From an optimization exercise on the open Yosys and OpenROAD flow, aimed at small area; shortcuts taken in it are not production practice. Where RTL was checked, it was by simulation tests only, not by an equivalence proof against the original. Power and IR drop assume default switching activity.

tundra:
==> flow/design.v <==
`timescale 1ns / 1ps
module flash_download_sequencer (
   input  logic        clock,
   input  logic        reset,
   input  logic        csr_valid,
   output logic        csr_ready,
   input  logic [2:0]  csr_index,
   input  logic [31:0] csr_data,
   input  logic        req_tvalid,
   output logic        req_tready,
   input  logic [31:0] req_tdata,   
   input  logic [10:0] req_tuser,   
   output logic        rsp_tvalid,
   input  logic        rsp_tready,
   output logic [71:0] rsp_tdata,
   output logic [2:0]  rsp_tuser    
);
   localparam logic [2:0] C_PROG    = 3'd0;
   localparam logic [2:0] C_UNL_OK  = 3'd1;
   localparam logic [2:0] C_UNL_BAD = 3'd2;
   localparam logic [2:0] C_SIZE    = 3'd3;
   localparam logic [2:0] C_XFER    = 3'd4;
   localparam logic [2:0] C_EXIT    = 3'd5;
   localparam logic [2:0] C_UNK     = 3'd6;
   localparam logic [2:0] S_IDLE = 3'd0;
   localparam logic [2:0] S_PROG = 3'd1;
   localparam logic [2:0] S_UNLK = 3'd2;
   localparam logic [2:0] S_DONE = 3'd3;
   localparam logic [2:0] S_EXIT = 3'd4;
   localparam logic [2:0] S_SZ0  = 3'd6;
   localparam logic [2:0] S_SZ1  = 3'd7;
   localparam logic [2:0] R_POS    = 3'b000;
   localparam logic [2:0] R_NEG    = 3'b001;
   localparam logic [2:0] R_NONE   = 3'b010;
   localparam logic [2:0] R_LAUNCH = 3'b011;
   localparam logic [2:0] R_WRITE  = 3'b100;
   logic [10:0] program_id, unlock_id, size_id, transfer_id, exit_id;
   logic [31:0] unlock_key, image_base;
   assign csr_ready = 1'b1;
   logic [31:0] cdata;
   logic [6:0]  cwe;
   assign cdata = csr_data & {32{~reset}};
   always_comb begin
      for (int i = 0; i < 7; i++) cwe[i] = reset | (csr_valid & (csr_index == 3'(i)));
   end
   always_ff @(posedge clock) begin
      if (cwe[0]) program_id  <= {cdata[10:1], cdata[0] | reset};
      if (cwe[1]) unlock_id   <= {cdata[10:2], cdata[1] | reset, cdata[0]};
      if (cwe[2]) size_id     <= {cdata[10:2], cdata[1] | reset, cdata[0] | reset};
      if (cwe[3]) transfer_id <= {cdata[10:3], cdata[2] | reset, cdata[1:0]};
      if (cwe[4]) exit_id     <= {cdata[10:3], cdata[2] | reset, cdata[1], cdata[0] | reset};
      if (cwe[5]) unlock_key  <= cdata;
      if (cwe[6]) image_base  <= cdata;
   end
   logic [2:0] push_code;
   always_comb begin
      if (req_tuser == program_id)       push_code = C_PROG;
      else if (req_tuser == unlock_id)   push_code = (req_tdata == unlock_key) ? C_UNL_OK
                                                                               : C_UNL_BAD;
      else if (req_tuser == size_id)     push_code = C_SIZE;
      else if (req_tuser == transfer_id) push_code = C_XFER;
      else if (req_tuser == exit_id)     push_code = C_EXIT;
      else                               push_code = C_UNK;
   end
   logic [31:0] q_data [4];
   logic [2:0]  q_code [4];
   logic [1:0]  wr_ptr, rd_ptr;
   logic        q_full;
   logic        q_empty;
   logic        push, pop;
   assign q_empty    = (wr_ptr == rd_ptr) & ~q_full;
   assign req_tready = ~q_full;
   assign push       = req_tvalid & ~q_full;
   always_ff @(posedge clock) begin
      if (reset) begin
         wr_ptr <= '0;
         rd_ptr <= '0;
         q_full <= 1'b0;
      end else begin
         if (push) wr_ptr <= wr_ptr + 2'd1;
         if (pop)  rd_ptr <= rd_ptr + 2'd1;
         if (push & ~pop)      q_full <= (wr_ptr + 2'd1 == rd_ptr);
         else if (pop & ~push) q_full <= 1'b0;
      end
   end
   always_ff @(posedge clock) begin
      if (push) begin
         q_data[wr_ptr] <= req_tdata;
         q_code[wr_ptr] <= push_code;
      end
   end
   logic [31:0] h_data;
   logic [2:0]  h_code;
   assign h_data = q_data[rd_ptr];
   assign h_code = q_code[rd_ptr];
   logic [2:0]  stage;
   logic [31:0] addr_q;      
   logic [7:0]  wip;         
   logic [29:0] rem_q;       
   logic        rem_nz;      
   logic        r_valid;
   logic [2:0]  r_code;
   logic [31:0] r_data;
   logic        exec;
   logic        sized;
   logic        last;
   assign exec  = ~q_empty & (~r_valid | rsp_tready);
   assign pop   = exec;
   assign sized = (stage[2:1] == 2'b11);
   assign last  = (rem_q == 30'd0) | ((rem_q == 30'd1) & ~rem_nz);
   logic [29:0] addr_inc;
   logic [29:0] rem_dec;
   logic [7:0]  wip_inc;
   logic [29:0] rem_q_n;
   assign rem_q_n = ~rem_q;
   always_comb begin
      logic c;
      logic [5:0] blk_a, blk_r;
      for (int b = 0; b < 6; b++) begin
         blk_a[b] = &addr_q[b*5+2 +: 5];
         blk_r[b] = &rem_q_n[b*5 +: 5];
      end
      for (int b = 0; b < 6; b++) begin
         c = stage[0];
         for (int j = 0; j < b; j++) c = c & blk_a[j];
         for (int i = b*5; i < b*5+5; i++) begin
            addr_inc[i] = addr_q[i+2] ^ c;
            c             = addr_q[i+2] & c;
         end
         c = 1'b1;
         for (int j = 0; j < b; j++) c = c & blk_r[j];
         for (int i = b*5; i < b*5+5; i++) begin
            rem_dec[i] = rem_q[i] ^ c;
            c          = rem_q_n[i] & c;
         end
      end
      c = 1'b1;
      for (int i = 0; i < 8; i++) begin
         wip_inc[i] = wip[i] ^ c;
         c          = wip[i] & c;
      end
   end
   always_ff @(posedge clock) begin
      if (reset) begin
         stage   <= S_IDLE;
         r_valid <= 1'b0;
      end else begin
         if (exec | rsp_tready) r_valid <= exec;
         if (exec) begin
            case (h_code)
               C_PROG:    stage <= (stage == S_IDLE) ? S_PROG : S_IDLE;
               C_UNL_OK:  stage <= (stage == S_PROG) ? S_UNLK : S_IDLE;
               C_UNL_BAD: stage <= S_IDLE;
               C_SIZE:    if (stage == S_UNLK) stage <= S_SZ0;
               C_XFER:    if (sized) stage <= last ? S_DONE : S_SZ1;
               C_EXIT:    if (stage == S_DONE) stage <= S_EXIT;
               default: ;
            endcase
         end
      end
   end
   always_ff @(posedge clock) begin
      if (exec) begin
         r_code <= R_NEG;
         case (h_code)
            C_PROG: begin
               if (stage == S_IDLE) begin
                  r_code <= R_POS;
                  addr_q <= image_base;
                  wip    <= '0;
               end
            end
            C_UNL_OK: begin
               if (stage == S_PROG) r_code <= R_POS;
            end
            C_SIZE: begin
               if (stage == S_UNLK) begin
                  r_code <= R_POS;
                  rem_q  <= h_data[31:2];
                  rem_nz <= |h_data[1:0];
               end
            end
            C_XFER: begin
               if (sized) begin
                  r_code <= {R_WRITE[2:1], &wip};
                  r_data <= h_data;
                  addr_q <= {addr_inc, addr_q[1:0]};
                  wip    <= wip_inc;
                  rem_q  <= rem_dec;
               end
            end
            C_EXIT: begin
               if (stage == S_DONE) r_code <= R_LAUNCH;
            end
            C_UNL_BAD: ;
            default: r_code <= R_NONE;
         endcase
      end
   end
   logic r_wv;
   assign r_wv = r_code[2];
   assign rsp_tvalid = r_valid;
   assign rsp_tdata  = {6'b0,
                        ~r_wv & r_code[1] & r_code[0],           
                        r_wv & r_code[0],                        
                        r_data & {32{r_wv}},
                        addr_q & {32{r_wv}}};
   assign rsp_tuser  = {r_wv,
                        ~r_wv & r_code[1] & ~r_code[0],          
                        ~r_wv & ~r_code[1] & r_code[0]};         
endmodule
==> flow/config.mk <==
export PLATFORM = sky130hd
export DESIGN_NAME = flash_download_sequencer
export DESIGN_NICKNAME = flash_download_sequencer
export VERILOG_FILES = /design/flow/design.v
export SDC_FILE = /design/flow/constraint.sdc
export NUM_CORES = 4
export LEC_CHECK = 0
export CAP_MARGIN = 20
export CORE_MARGIN = 2
export CORE_UTILIZATION = 40
export SLEW_MARGIN = 20
==> flow/constraint.sdc <==
create_clock -name core_clock -period 4.0 [get_ports {clock}]
set_input_delay 0.8000 -clock core_clock [delete_from_list [all_inputs] [get_ports {clock}]]
set_output_delay 0.8000 -clock core_clock [all_outputs]
set_load 0.01 [all_outputs]
standard.sh (not shown) runs the stock make flow with config.mk's settings and CLKGATE_MAP_FILE= SYNTH_SCRIPT=/design/flow/synth_recipe.tcl, a recipe that flattens the netlist after the stock synthesis.
==> flow/flow/run.sh <==
#!/bin/bash
# Standard ORFS layout with two changes: the port buffers use the smallest
# buffer cell, and clock tree synthesis inserts no dummy loads and uses
# clkbuf_8 with larger sink clusters.
set -euo pipefail
export BUFFER_PORTS_ARGS="-buffer_cell sky130_fd_sc_hd__buf_1"
export CTS_ARGS="-sink_clustering_enable -repair_clock_nets -dont_use_dummy_load -buf_list sky130_fd_sc_hd__clkbuf_8 -sink_clustering_size 20 -sink_clustering_max_diameter 60"
bash standard.sh > standard_flow.log 2>&1
> inputs changed (tundra -> maple)
--- a/flow/design.v
+++ b/flow/design.v
@@ -95,5 +95,5 @@
    assign h_code = q_code[rd_ptr];
    logic [2:0]  stage;
-   logic [31:0] addr_q;      
+   logic [31:0] addr_n;      
    logic [7:0]  wip;         
    logic [29:0] rem_q;       
@@ -109,36 +109,4 @@
    assign sized = (stage[2:1] == 2'b11);
    assign last  = (rem_q == 30'd0) | ((rem_q == 30'd1) & ~rem_nz);
-   logic [29:0] addr_inc;
-   logic [29:0] rem_dec;
-   logic [7:0]  wip_inc;
-   logic [29:0] rem_q_n;
-   assign rem_q_n = ~rem_q;
-   always_comb begin
-      logic c;
-      logic [5:0] blk_a, blk_r;
-      for (int b = 0; b < 6; b++) begin
-         blk_a[b] = &addr_q[b*5+2 +: 5];
-         blk_r[b] = &rem_q_n[b*5 +: 5];
-      end
-      for (int b = 0; b < 6; b++) begin
-         c = stage[0];
-         for (int j = 0; j < b; j++) c = c & blk_a[j];
-         for (int i = b*5; i < b*5+5; i++) begin
-            addr_inc[i] = addr_q[i+2] ^ c;
-            c             = addr_q[i+2] & c;
-         end
-         c = 1'b1;
-         for (int j = 0; j < b; j++) c = c & blk_r[j];
-         for (int i = b*5; i < b*5+5; i++) begin
-            rem_dec[i] = rem_q[i] ^ c;
-            c          = rem_q_n[i] & c;
-         end
-      end
-      c = 1'b1;
-      for (int i = 0; i < 8; i++) begin
-         wip_inc[i] = wip[i] ^ c;
-         c          = wip[i] & c;
-      end
-   end
    always_ff @(posedge clock) begin
       if (reset) begin
@@ -167,5 +135,5 @@
                if (stage == S_IDLE) begin
                   r_code <= R_POS;
-                  addr_q <= image_base;
+                  addr_n <= image_base;
                   wip    <= '0;
                end
@@ -185,7 +153,7 @@
                   r_code <= {R_WRITE[2:1], &wip};
                   r_data <= h_data;
-                  addr_q <= {addr_inc, addr_q[1:0]};
-                  wip    <= wip_inc;
-                  rem_q  <= rem_dec;
+                  addr_n <= addr_n + {29'd0, stage[0], 2'b00};
+                  wip    <= wip + 8'd1;
+                  rem_q  <= rem_q - 30'd1;
                end
             end
@@ -205,5 +173,5 @@
                         r_wv & r_code[0],                        
                         r_data & {32{r_wv}},
-                        addr_q & {32{r_wv}}};
+                        addr_n & {32{r_wv}}};
    assign rsp_tuser  = {r_wv,
                         ~r_wv & r_code[1] & ~r_code[0],          
[summary]
- Per the comparison of maple with tundra, endpoint required time on the critical path decreased by 1.15 ns relative to the old numbers, via count increased by 514 relative to the old numbers, cell-internal power closely matched the old numbers, max-slew headroom at the worst pin decreased by 2.4 points relative to the old numbers.
- maple vs. tundra: worst setup slack shows an increase of 0.035 ns, global-route wire length before repair moved up, cell count went up about 6%, synthesized cell count has increased.
- Per the comparison of maple with tundra, die area went up, logic depth of the worst path, buffers included went down 7, total power went up by about 0.6%.
- Of the two values seen for startpoint of the worst setup timing path, stage[0]$_SDFFE_PP0P_ was produced by tundra and r_code[2]$_DFFE_PP_ by maple.
For maple, only the layout was checked, not whether the RTL still works.

## port drivers added, routing unchanged
The flow's constraints put no driver on any port. The routed layouts listed below were extracted and timed again, unchanged, in two steps.
Step 1 sets driving cells, clkbuf_16 on the clock port and buf_2 on the other inputs (assumed; they add their load-dependent delay and slew).
Step 2 times the ports against the registers' clock, not the clock port: input delays grow and output delays shrink by t, the midpoint of the rising clock arrivals with the driver on.
a / b / c = no drivers / after step 1 / after step 2; a / b = the first two.
run	t (ns)	slack for setup (ns)	worst slew at a driven data input, ns
tundra	0.635	1.062 / 1.062 / 0.924	0.12
maple	0.629	1.097 / 1.046 / 1.063	0.10
After both steps every run listed still meets setup and hold. The setup slack of tundra, which loses most, moves by 0.000 ns with the drivers and by -0.138 ns with both steps.
